This design comes from an exercise in tuning for small area on the open sky130 flow, not from production work.
Only simulation tests tie the RTL to the original design; equivalence was not proved.
No driver is modelled on the clock port, so clocking that relies on it looks cheaper here than on a real chip.
Power figures rest on the tool's default switching activity, not on a simulated workload.

pepper:
## feeder_top
module feeder_top #(
    parameter int ADDR_W    = 16,
    parameter int SKEW_STEP = 3
) (
    input  logic                            i_clk,
    input  logic                            i_rst,
    input  logic                            i_start,
    input  logic [7:0]                      i_channel,
    input  logic [array_pkg::HEIGHT_W-1:0]  i_img_height,
    output logic                            o_sram_rden,
    output logic [ADDR_W-1:0]               o_sram_addr,
    input  logic [sram_pkg::WORD_W-1:0]     i_sram_data,
    output logic [74:0]                     o_win,
    output logic                            o_busy,
    output logic                            o_done
);
clock: 6.0 ns
lec_check: 0
cap_margin: 20
core_margin: 2
core_utilization: 40
slew_margin: 20
standard.sh (not shown) runs the stock make flow with config.mk's settings and CLKGATE_MAP_FILE= SYNTH_SCRIPT=/design/flow/synth_recipe.tcl, a recipe that flattens the netlist after the stock synthesis.
==> flow/flow/run.sh <==
#!/bin/bash
# The standard layout with four changes:
#  - ABC maps for area (flow/abc_area.script) instead of for speed; the
#    synthesis is otherwise the standard one, so the registers are the same;
#  - the smallest buffer on each port;
#  - a clock tree without dummy loads, built from clkbuf_8;
#  - at the end of CTS, each leaf clock buffer shrunk as far as its
#    flip-flops' clock slew allows (flow/shrink_clk.tcl).
# Each step's output goes to a log of its own here.
set -euo pipefail
here=$(pwd)
rm -rf "$here/scripts_area"
cp -r "$FLOW_HOME/scripts" "$here/scripts_area"
cp "$here/flow/abc_area.script" "$here/scripts_area/abc_area.script"
bash standard.sh ABC_AREA=1 "SCRIPTS_DIR=$here/scripts_area" synth > synth.log 2>&1
bash standard.sh "BUFFER_PORTS_ARGS=-buffer_cell sky130_fd_sc_hd__buf_1" \
  "CTS_ARGS=-sink_clustering_enable -repair_clock_nets -dont_use_dummy_load -buf_list sky130_fd_sc_hd__clkbuf_8" \
  "POST_CTS_TCL=$here/flow/shrink_clk.tcl" finish > finish.log 2>&1
==> flow/flow/shrink_clk.tcl <==
# Run by ORFS at the end of CTS (POST_CTS_TCL). Shrink each leaf clock buffer (one that drives flip-flop clock pins) to the
# smallest clkbuf whose flip-flop clock pins keep an estimated slew under
# 0.09 ns. The root buffer is left as CTS made it.
set target 0.09
set sizes {sky130_fd_sc_hd__clkbuf_2 sky130_fd_sc_hd__clkbuf_4 sky130_fd_sc_hd__clkbuf_8}

proc sink_slew {inst} {
  set worst 0
  set out [get_pins -of_objects $inst -filter "direction==output"]
  foreach pin [get_pins -of_objects [get_nets -of_objects $out]] {
    if {[get_property $pin direction] != "input"} { continue }
    set s [get_property $pin slew_max]
    if {$s > $worst} { set worst $s }
  }
  return $worst
}

proc drives_flops {inst} {
  set out [get_pins -of_objects $inst -filter "direction==output"]
  foreach pin [get_pins -of_objects [get_nets -of_objects $out]] {
    if {[get_property $pin direction] != "input"} { continue }
    if {[string match "*/CLK" [get_full_name $pin]]} { return 1 }
  }
  return 0
}

estimate_parasitics -placement
foreach inst [get_cells *] {
  set orig [get_property $inst ref_name]
  if {![string match "sky130_fd_sc_hd__clkbuf_*" $orig]} { continue }
  if {![drives_flops $inst]} { continue }
  set best $orig
  foreach c $sizes {
    if {$c == $orig} { break }
    replace_cell $inst $c
    estimate_parasitics -placement
    if {[sink_slew $inst] <= $target} {
      set best $c
      break
    }
  }
  replace_cell $inst $best
  estimate_parasitics -placement
  puts "[get_property $inst name]: $orig -> $best, sink slew [sink_slew $inst]"
}
detailed_placement
check_placement -verbose
Other scripts of this flow, unchanged in this note and not shown: flow/flow/abc_area.script
pepper: PASS, flow complete, no timing, DRC or antenna violations
The following lists how garnet was set up differently from pepper:
Settings: SLEW_MARGIN changed from 20 to 0; CORE_UTILIZATION changed from 40 to 65; CAP_MARGIN changed from 20 to 0.
-- flow/flow/shrink_clk.tcl --
<<< pepper, line 3
# 0.09 ns. The root buffer is left as CTS made it.
set target 0.09
>>> garnet, line 3
# 0.11 ns. The root buffer is left as CTS made it.
set target 0.11
Findings:
Of garnet and pepper, the lower number of buffers and inverters on the critical path belongs to pepper.
Where worst-case setup margin in the final layout is concerned, pepper is outperformed by garnet.
On clock network area share, the lower figure sits with garnet, not pepper.
garnet against pepper: final worst-path cycle share now smaller, insertion delay of the later-clocked pin in the worst-skew pair has decreased, wire length of the first global-routing pass saw a decrease, net switching power went down by 0.0048 mW.
For garnet and pepper, there was not a single run that failed to finish clean.

* * *

v37:
Another version of the RTL of feeder_top (not shown whole).
For scale: about 540 cells after synthesis, roughly 180 I/O pins, roughly 4700 um^2 of cells after synthesis.
clock: 6.0 ns
lec_check: 0
cap_margin: 0
core_margin: 2
core_utilization: 65
slew_margin: 0
==> flow/flow/run.sh <==
#!/bin/bash
# The standard layout with four changes:
#  - synthesis leaves adders to ABC (no full/half-adder cells) and ABC maps
#    for area (flow/abc_area.script) instead of for speed; the synthesis is
#    otherwise the standard one, so the registers are the same;
#  - the smallest buffer on each port;
#  - a clock tree without dummy loads, built from clkbuf_8;
#  - at the end of CTS, each leaf clock buffer shrunk as far as its
#    flip-flops' clock slew allows (flow/shrink_clk.tcl).
# Each step's output goes to a log of its own here.
set -euo pipefail
here=$(pwd)
rm -rf "$here/scripts_area"
cp -r "$FLOW_HOME/scripts" "$here/scripts_area"
cp "$here/flow/abc_area.script" "$here/scripts_area/abc_area.script"
bash standard.sh ABC_AREA=1 "SCRIPTS_DIR=$here/scripts_area" ADDER_MAP_FILE= synth > synth.log 2>&1
bash standard.sh "BUFFER_PORTS_ARGS=-buffer_cell sky130_fd_sc_hd__buf_1" \
  "CTS_ARGS=-sink_clustering_enable -repair_clock_nets -dont_use_dummy_load -buf_list sky130_fd_sc_hd__clkbuf_8" \
  "POST_CTS_TCL=$here/flow/shrink_clk.tcl" finish > finish.log 2>&1
==> flow/flow/abc_area.script <==
strash
dc2
dch -f
amap
strash
dc2
dch -f
amap
topo
Other scripts of this flow, unchanged in this note and not shown: flow/flow/shrink_clk.tcl
--- input diff v37..v16 ---
# v37
export LEC_CHECK = 0
export CAP_MARGIN = 0
export CORE_MARGIN = 2
export CORE_UTILIZATION = 65
export SLEW_MARGIN = 0
create_clock -name core_clock -period 6.0 [get_ports {i_clk}]
# v16
export LEC_CHECK = 0
export CAP_MARGIN = 0
export CORE_MARGIN = 2
export CORE_UTILIZATION = 85
export SLEW_MARGIN = 0
create_clock -name core_clock -period 6.0 [get_ports {i_clk}]
Results
- Side by side, cell row count turned out lower in v16 than in v37.
- v37 and v16 ended up with nearly the same number of I/O pins.
- Note that the x dimension of the die recorded for v16 amounts to 0.880 times the value seen in v37.
- v16: it failed with a tool error in global placement (3_3_place_gp), so there are no final results.
- Reported for v37 and v16, number of register bits inferred by synthesis turned out identical to the last digit.
- v16 -> v37: number of library cell types mapped by synthesis delta 0, exact match
Inputs modified between v16 and v34:
# v16
export LEC_CHECK = 0
export CAP_MARGIN = 0
export CORE_MARGIN = 2
export CORE_UTILIZATION = 85
export SLEW_MARGIN = 0
create_clock -name core_clock -period 6.0 [get_ports {i_clk}]
# v34
export LEC_CHECK = 0
export CAP_MARGIN = 0
export CORE_MARGIN = 2
export CORE_UTILIZATION = 65
export GPL_TIMING_DRIVEN = 0
export SLEW_MARGIN = 0
create_clock -name core_clock -period 6.0 [get_ports {i_clk}]
Results
v34 finished every stage and its layout cleared the timing, design-rule and antenna checks.
[compare] base=v16 new=v34: width of the die went up 14%; number of cell rows saw an increase; synthesized cell count did not really move.
Diff v16 -> v34: initial core utilization -21 points; number of flops mapped to enable cells by yosys held steady; y dimension of the die increased 14%; share of the synthesized area in compound gates (AO/OA/AOI/OAI) has remained practically unchanged.
Input changes introduced in v19 (baseline for comparison: v34):
# v34
export LEC_CHECK = 0
export CAP_MARGIN = 0
export CORE_MARGIN = 2
export CORE_UTILIZATION = 65
export GPL_TIMING_DRIVEN = 0
export SLEW_MARGIN = 0
create_clock -name core_clock -period 6.0 [get_ports {i_clk}]
# v19
export LEC_CHECK = 0
export CAP_MARGIN = 0
export CORE_MARGIN = 2
export CORE_UTILIZATION = 75
export SLEW_MARGIN = 0
create_clock -name core_clock -period 6.0 [get_ports {i_clk}]
==> comparison <==
Comparing v19 against v34, there is no change at all in number of synthesized flops with an enable pin.
Changes observed in v19 relative to v34: synthesized cell count flat; worst slack after detailed placement up 1.08 ns; die width down 5.9 um; synthesis-stage register bit count flat; number of rows in the core area down 3.
Cell area reported after detailed placement, v19 and v34, lower one = v19.
v19 failed in global routing (5_1_grt) with GRT-0232.
Between v34 and v19, the flow reports total placed cells including tap cells decreasing by a few percent.
Final estimated routing congestion in global placement shrinks by a few percent when moving from v34 to v19.
v19 ends up with lower die height than v34 does.
Input changes introduced in v54 (baseline for comparison: v19):
# v19
export LEC_CHECK = 0
export CAP_MARGIN = 0
export CORE_MARGIN = 2
export CORE_UTILIZATION = 75
export SLEW_MARGIN = 0
create_clock -name core_clock -period 6.0 [get_ports {i_clk}]
# v54
export LEC_CHECK = 0
export CAP_MARGIN = 0
export CORE_MARGIN = 2
export CORE_UTILIZATION = 65
export SLEW_MARGIN = 0
create_clock -name core_clock -period 6.0 [get_ports {i_clk}]
-- flow/flow/run.sh --
<<< v19, line 3
#  - synthesis leaves adders to ABC (no full/half-adder cells) and ABC maps
#    for area (flow/abc_area.script) instead of for speed; the synthesis is
#    otherwise the standard one, so the registers are the same;
>>> v54, line 3
#  - ABC maps for area (flow/abc_area.script) instead of for speed; the
#    synthesis is otherwise the standard one, so the registers are the same;
<<< v19, line 16
bash standard.sh ABC_AREA=1 "SCRIPTS_DIR=$here/scripts_area" ADDER_MAP_FILE= synth > synth.log 2>&1
>>> v54, line 15
bash standard.sh ABC_AREA=1 "SCRIPTS_DIR=$here/scripts_area" synth > synth.log 2>&1
==> flow/flow/abc_area.script <==
strash
dch -f
amap
strash
dch -f
amap
topo
## What came out
Taking v19 as 1.0, v54 lands at 1.10 on die span in x.
Re adder-cell share of the synthesized area: v54 is 7.7 points up on v19.
Compare v19 and v54 | register area share after synthesis lower: v54
v54: PASS, flow complete, no timing, DRC or antenna violations

* * *

feeder_top, a different RTL version from the one above (not shown whole).
Size: ~550 cells after synthesis, roughly 130 flip-flops, about 180 I/O pins, about 5700 um2 of cells after synthesis.
Settings: LEC_CHECK=0, CAP_MARGIN=20, CORE_MARGIN=2, CORE_UTILIZATION=40, SLEW_MARGIN=20; clock period 6.0 ns.
run.sh (not shown) runs the stock make flow with config.mk's settings and CLKGATE_MAP_FILE= SYNTH_SCRIPT=/design/flow/synth_recipe.tcl, a recipe that flattens the netlist after the stock synthesis.
Stock flow here: none of the scripts above is used.
The first run completed with no timing, DRC or antenna violations.
Then changed:
==> flow/flow/run.sh (new file) <==
#!/bin/bash
# The standard layout with three changes:
#  - ABC maps for area (flow/abc_area.script) instead of for speed; the
#    synthesis is otherwise the standard one, so the registers are the same;
#  - the smallest buffer on each port;
#  - a clock tree without dummy loads, built from clkbuf_8.
set -euo pipefail
here=$(pwd)
rm -rf "$here/scripts_area"
cp -r "$FLOW_HOME/scripts" "$here/scripts_area"
cp "$here/flow/abc_area.script" "$here/scripts_area/abc_area.script"
bash standard.sh ABC_AREA=1 "SCRIPTS_DIR=$here/scripts_area" synth > synth.log 2>&1
export BUFFER_PORTS_ARGS="-buffer_cell sky130_fd_sc_hd__buf_1"
export CTS_ARGS="-sink_clustering_enable -repair_clock_nets -dont_use_dummy_load -buf_list sky130_fd_sc_hd__clkbuf_8"
bash standard.sh "BUFFER_PORTS_ARGS=$BUFFER_PORTS_ARGS" "CTS_ARGS=$CTS_ARGS" finish > finish.log 2>&1
==> flow/flow/abc_area.script (new file) <==
strash
dch -f
amap
strash
dch -f
amap
topo
==> flow/standard.sh (new file) <==
#!/bin/bash
# synth_recipe.tcl (not shown) runs the flow's synth.tcl, then flattens the netlist and writes it again
# the make line also repeats each setting of config.mk as NAME=value (left out here)
make -C /OpenROAD-flow-scripts/flow DESIGN_CONFIG=/design/flow/config.mk WORK_HOME=/design/flow/orfs CLKGATE_MAP_FILE= SYNTH_SCRIPT=/design/flow/synth_recipe.tcl "${@:-finish}"
removed: flow/run.sh
=>
- The new run produced a clean layout
- clock skew rises by 0.019 ns
- synthesized area goes down by about 7.5%
- routed wire length goes down by about 2.2%
- design area falls by 21%
- power decreases by 4.0%
- sequential power increases by about 5%
- non-clock buffer count grows by 4
- worst setup slack gets worse by 0.17 ns

## what the ideal ports hide
In the flow no input, the clock included, has a driving cell. The finished layouts below were timed again as built, in two steps.
Step 1: set_driving_cell puts a clkbuf_16 on i_clk and a buf_2 on each other input, an assumption about the parent block.
Step 2 adds t to the input delays and takes it off the output delays; t is the mean of the earliest and latest rising clock arrival at the registers after step 1. Input paths then give back, and output paths get back, about the clock's delay inside the block.
Three values: ideal ports, drivers, drivers and shift; two values: the first two.
run	t, ns	slack for setup (ns)	worst hold slack (ns)	worst register clock-pin slew, ns	cell pins on the clock port's net
pepper	0.435	0.768 / 0.735 / 1.170	0.313 / 0.313 / 0.313	0.09 / 0.09	1
garnet	0.405	0.964 / 0.930 / 0.947	0.279 / 0.279 / 0.279	0.11 / 0.11	1
v37	0.425	0.939 / 0.939 / 0.872	0.302 / 0.302 / 0.302	0.11 / 0.11	1
v34	0.421	0.483 / 0.494 / 0.073	0.310 / 0.310 / 0.310	0.10 / 0.10	1
v54	0.392	1.177 / 1.185 / 0.793	0.287 / 0.287 / 0.287	0.09 / 0.09	1
the first run of note 3	0.446	1.303 / 1.279 / 1.115	0.318 / 0.318 / 0.318	0.07 / 0.07	1
the second run of note 3	0.447	1.130 / 1.096 / 1.212	0.295 / 0.295 / 0.295	0.08 / 0.08	1
After both steps every run listed still meets setup and hold. The setup slack of v34, which loses most, moves by +0.011 ns with the drivers and by -0.410 ns with both steps.
